This is an optimization exercise on Yosys and OpenROAD, whose aim is small area, a short achievable clock period and few clock cycles per item, not a production implementation.

==> flow/design.v <==
`default_nettype none
module pwd_processor (
    input  logic       clk,
    input  logic       rst_n,
    input  logic       in_valid,
    input  logic [8:0] in_data,
    output logic       busy,
    output logic       out_valid,
    output logic [8:0] out_data
);
    logic       vreg;
    logic [8:0] x;
    always_ff @(posedge clk or negedge rst_n) begin
        if (!rst_n) vreg <= 1'b0;
        else        vreg <= in_valid & ~busy;
    end
    always_ff @(posedge clk) x <= in_data;
    logic [8:0] d [4];       
    logic [2:0] m;           
    logic [2:0] r;           
    logic       done_col;    
    logic [8:0] dmin, dmax;    
    logic [8:0] h;           
    logic       cin;         
    logic       even;        
    logic       fresh;       
    logic [2:0] cnt;
    logic       pend, load, pop, ins;
    logic [2:0] rs;
    assign cnt  = m - r;
    assign pend = done_col | (~vreg & (cnt != 3'd0));
    assign pop  = (r != 3'd0);
    assign load = pend & (r[2:1] == 2'b00);
    assign ins  = vreg;
    assign rs   = load ? m : r;
    function automatic [11:0] radd(input [10:0] a, input [10:0] b, input ci);
        reg cc;
        integer k;
        begin
            cc = ci;
            for (k = 0; k < 11; k = k + 1) begin
                radd[k] = a[k] ^ b[k] ^ cc;
                cc = (a[k] & b[k]) | (cc & (a[k] | b[k]));
            end
            radd[11] = cc;
        end
    endfunction
    function automatic sgt(input [8:0] a, input [8:0] b);
        reg r;
        integer k;
        begin
            r = 1'b0;
            for (k = 0; k < 8; k = k + 1)
                r = (a[k] & ~b[k]) | ((a[k] | ~b[k]) & r);
            sgt = (b[8] & ~a[8]) | ((b[8] | ~a[8]) & r);
        end
    endfunction
    function automatic [8:0] decode(input [8:0] w);
        reg [3:0] hh, ll;
        reg [11:0] t;
        begin
            hh = w[7:4] ^ {4{w[8]}};
            ll = w[3:0] ^ {4{w[8]}};
            t  = {1'b0, hh, 3'b000} + {3'b0, hh, 1'b0} + {5'b0, ll} + (w[8] ? 9'd380 : 9'd479);
            decode = t[8:0];
        end
    endfunction
    logic [8:0] dx;
    assign dx = decode(x);
    logic [4:0] g, hpos;
    always_comb begin
        for (int i = 0; i < 4; i++)
            g[i] = (3'(i) >= rs) && (3'(i) < m) && sgt(x, d[i]);
        g[4] = 1'b0;
        for (int i = 0; i < 5; i++)
            hpos[i] = g[i] | (3'(i) == m);
    end
    logic [8:0] pre [5];
    always_comb begin
        for (int i = 0; i < 5; i++) begin
            if (ins && i > 0 && g[i-1])
                pre[i] = d[i-1];
            else if (ins && hpos[i])
                pre[i] = x;
            else
                pre[i] = (i < 4) ? d[i] : x;
        end
    end
    always_ff @(posedge clk) begin
        for (int i = 0; i < 4; i++)
            d[i] <= pop ? pre[i+1] : pre[i];
    end
    logic first_word;
    assign first_word = (rs == m);
    logic [8:0] lo_raw, hi_raw;
    logic [8:0] sa, sb;
    logic [11:0] sr;
    logic [9:0] sum;
    always_comb begin
        lo_raw = d[m[1:0] - 2'd1];
        hi_raw = r[0] ? d[1] : d[0];
        sa  = cnt[0] ? hi_raw : dmax;
        sb  = cnt[0] ? lo_raw : dmin;
        sr  = {2'b0, {sa[8], sa} + {sb[8], sb}};
        sum = sr[9:0];
    end
    always_ff @(posedge clk or negedge rst_n) begin
        if (!rst_n) begin
            m        <= '0;
            r        <= '0;
            done_col <= 1'b0;
        end else begin
            m        <= m + 3'(ins) - 3'(pop);
            r        <= load ? cnt : r - 3'(pop);
            done_col <= pend & ~load;
        end
    end
    always_ff @(posedge clk) begin
        if (ins) begin
            if (first_word || sgt(dmin, dx)) dmin <= dx;
            if (first_word || sgt(dx, dmax)) dmax <= dx;
        end
        if (load) begin
            h    <= sum[9:1];
            cin  <= ~(sum[9] & sum[0]);
            even <= ~cnt[0];
        end
        fresh <= load | (fresh & ~pop);
    end
    logic [2:0] r_next;
    assign r_next = load ? cnt : r - 3'(pop);
    always_ff @(posedge clk or negedge rst_n) begin
        if (!rst_n) busy <= 1'b0;
        else        busy <= ((vreg & ~in_valid) | busy) & (r_next >= 3'd3);
    end
    logic       c_valid, c_first;
    logic [8:0] c_reg;
    logic [8:0] v;
    assign v = even ? decode(d[0]) : d[0];
    logic [11:0] cres;
    assign cres = {3'b0, v + ~h + 9'(cin)};
    always_ff @(posedge clk or negedge rst_n) begin
        if (!rst_n) c_valid <= 1'b0;
        else        c_valid <= pop;
    end
    always_ff @(posedge clk) begin
        c_reg   <= cres[8:0];
        c_first <= fresh;
    end
    logic [10:0] b;
    assign b = {1'b0, ~out_data[8], out_data[7:0], 1'b0} + {2'b0, ~c_reg[8], c_reg[7:0]};
    function automatic [1:0] madd(input [1:0] p, input [1:0] q);
        madd = (p == 2'd0) ? q :
               (q == 2'd0) ? p :
               (p == q) ? ((p == 2'd1) ? 2'd2 : 2'd1) : 2'd0;
    endfunction
    logic [1:0] e [6];
    logic [1:0] rr [7];
    logic [1:0] e54, e32, e10;
    logic [11:0] qd;
    always_comb begin
        for (int k = 0; k < 6; k++) begin
            logic [1:0] dg;
            dg = (k == 5) ? {1'b0, b[10]} : b[2*k +: 2];
            e[k] = (dg == 2'd3) ? 2'd0 : dg;
        end
        e54   = madd(e[5], e[4]);
        e32   = madd(e[3], e[2]);
        e10   = madd(e[1], e[0]);
        rr[6] = 2'd0;
        rr[5] = e[5];
        rr[4] = e54;
        rr[3] = madd(e54, e[3]);
        rr[2] = madd(e54, e32);
        rr[1] = madd(rr[2], e[1]);
        rr[0] = madd(rr[2], e10);
        for (int k = 0; k < 6; k++) begin
            logic [3:0] t;
            t = {rr[k+1], 2'b00} + ((k == 5) ? {3'b0, b[10]} : {2'b0, b[2*k +: 2]});
            qd[2*k +: 2] = (t >= 4'd9) ? 2'd3 : (t >= 4'd6) ? 2'd2 : (t >= 4'd3) ? 2'd1 : 2'd0;
        end
    end
    logic       corr;
    logic [8:0] qt;
    always_comb begin
        corr = ~(b[10] | (b[9] & b[8])) & (rr[0] != 2'd0);
        for (int j = 0; j < 9; j++)
            qt[j] = qd[j] ^ (corr & ((qd[8:0] & ((9'd1 << j) - 9'd1)) == ((9'd1 << j) - 9'd1)));
    end
    always_ff @(posedge clk or negedge rst_n) begin
        if (!rst_n) out_valid <= 1'b0;
        else        out_valid <= c_valid;
    end
    always_ff @(posedge clk) begin
        out_data <= c_first ? c_reg : {~qt[8], qt[7:0]};
    end
endmodule
`default_nettype wire
==> flow/config.mk <==
export PLATFORM = sky130hd
export DESIGN_NAME = pwd_processor
export DESIGN_NICKNAME = pwd_processor
export VERILOG_FILES = /design/flow/design.v
export SDC_FILE = /design/flow/constraint.sdc
export NUM_CORES = 4
export LEC_CHECK = 0
export ABC_AREA = 1
export CAP_MARGIN = 20
export CORE_MARGIN = 2
export CORE_UTILIZATION = 40
export SLEW_MARGIN = 20
==> flow/constraint.sdc <==
create_clock -name core_clock -period 18.0 [get_ports {clk}]
set_input_delay 3.6000 -clock core_clock [delete_from_list [all_inputs] [get_ports {clk}]]
set_output_delay 3.6000 -clock core_clock [all_outputs]
set_load 0.01 [all_outputs]
standard.sh (not shown) runs the stock make flow with config.mk's settings and CLKGATE_MAP_FILE= SYNTH_SCRIPT=/design/flow/synth_recipe.tcl, a recipe that flattens the netlist after the stock synthesis.
==> flow/flow/run.sh <==
#!/bin/bash
# The standard layout, with the port buffers inserted at placement made
# buf_2 cells instead of the default pick. Every tool's output goes to a log
# file in this folder.
set -euo pipefail
bash standard.sh "BUFFER_PORTS_ARGS=-buffer_cell sky130_fd_sc_hd__buf_2" finish > standard_run.log 2>&1
The starting point completed without violations.
Next try:
--- a/flow/design.v
+++ b/flow/design.v
@@ -52,12 +52,24 @@
             r = 1'b0;
             for (k = 0; k < 8; k = k + 1)
                 r = (a[k] & ~b[k]) | ((a[k] | ~b[k]) & r);
             sgt = (b[8] & ~a[8]) | ((b[8] | ~a[8]) & r);
         end
     endfunction
+    function automatic [8:0] decode_r(input [8:0] w);
+        reg [3:0] hh, ll;
+        reg [11:0] t;
+        begin
+            hh = w[7:4] ^ {4{w[8]}};
+            ll = w[3:0] ^ {4{w[8]}};
+            t  = radd({4'b0, hh, 3'b000}, {6'b0, hh, 1'b0}, 1'b0);
+            t  = radd(t[10:0], {7'b0, ll}, 1'b0);
+            t  = radd(t[10:0], w[8] ? 11'd380 : 11'd479, 1'b0);
+            decode_r = t[8:0];
+        end
+    endfunction
     function automatic [8:0] decode(input [8:0] w);
         reg [3:0] hh, ll;
         reg [11:0] t;
         begin
             hh = w[7:4] ^ {4{w[8]}};
             ll = w[3:0] ^ {4{w[8]}};
@@ -122,24 +134,24 @@
         end
         if (load) begin
             h    <= sum[9:1];
             cin  <= ~(sum[9] & sum[0]);
             even <= ~cnt[0];
         end
-        fresh <= load | (fresh & ~pop);
+        fresh <= load;    
     end
     logic [2:0] r_next;
     assign r_next = load ? cnt : r - 3'(pop);
     always_ff @(posedge clk or negedge rst_n) begin
         if (!rst_n) busy <= 1'b0;
         else        busy <= ((vreg & ~in_valid) | busy) & (r_next >= 3'd3);
     end
     logic       c_valid, c_first;
     logic [8:0] c_reg;
     logic [8:0] v;
-    assign v = even ? decode(d[0]) : d[0];
+    assign v = even ? decode_r(d[0]) : d[0];
     logic [11:0] cres;
     assign cres = {3'b0, v + ~h + 9'(cin)};
     always_ff @(posedge clk or negedge rst_n) begin
         if (!rst_n) c_valid <= 1'b0;
         else        c_valid <= pop;
     end
The new run went through all stages and came out clean.
Final cell count came out lower by 1.5%.
Routed wire length came out lower by 4.7%.
Sequential cell count is unchanged.
Count of clock-buffer cells in the layout is unchanged.
Sequential share of layout area came out higher by 0.83 points.
Fmax barely changes.
Setup slack gets worse by 0.0095 ns.
No functional check of the RTL was part of any run of this note.

[separate check: timing with driven ports]
In the flow no input, the clock included, has a driving cell. The finished layouts below were timed again as built, in two steps. Step 1, drivers: a clkbuf_16 drives clk and a buf_2 each remaining input, both assumed. Step 2, shift: input delay + t, output delay - t, t = (earliest + latest rising clock arrival at the registers) / 2. This alone moves slack from input paths to output paths. Slacks: ideal ports / drivers / drivers and shift; pairs: ideal ports / drivers.
run | t (ns) | setup slack, ns | worst data-port slew with drivers (ns) | pins driven straight from the clock port
the first run | 0.400 | 13.081 / 13.081 / 13.081 | 0.03 | 1
the second run | 0.402 | 13.071 / 13.071 / 13.071 | 0.03 | 1
After both steps every run listed still meets setup and hold.
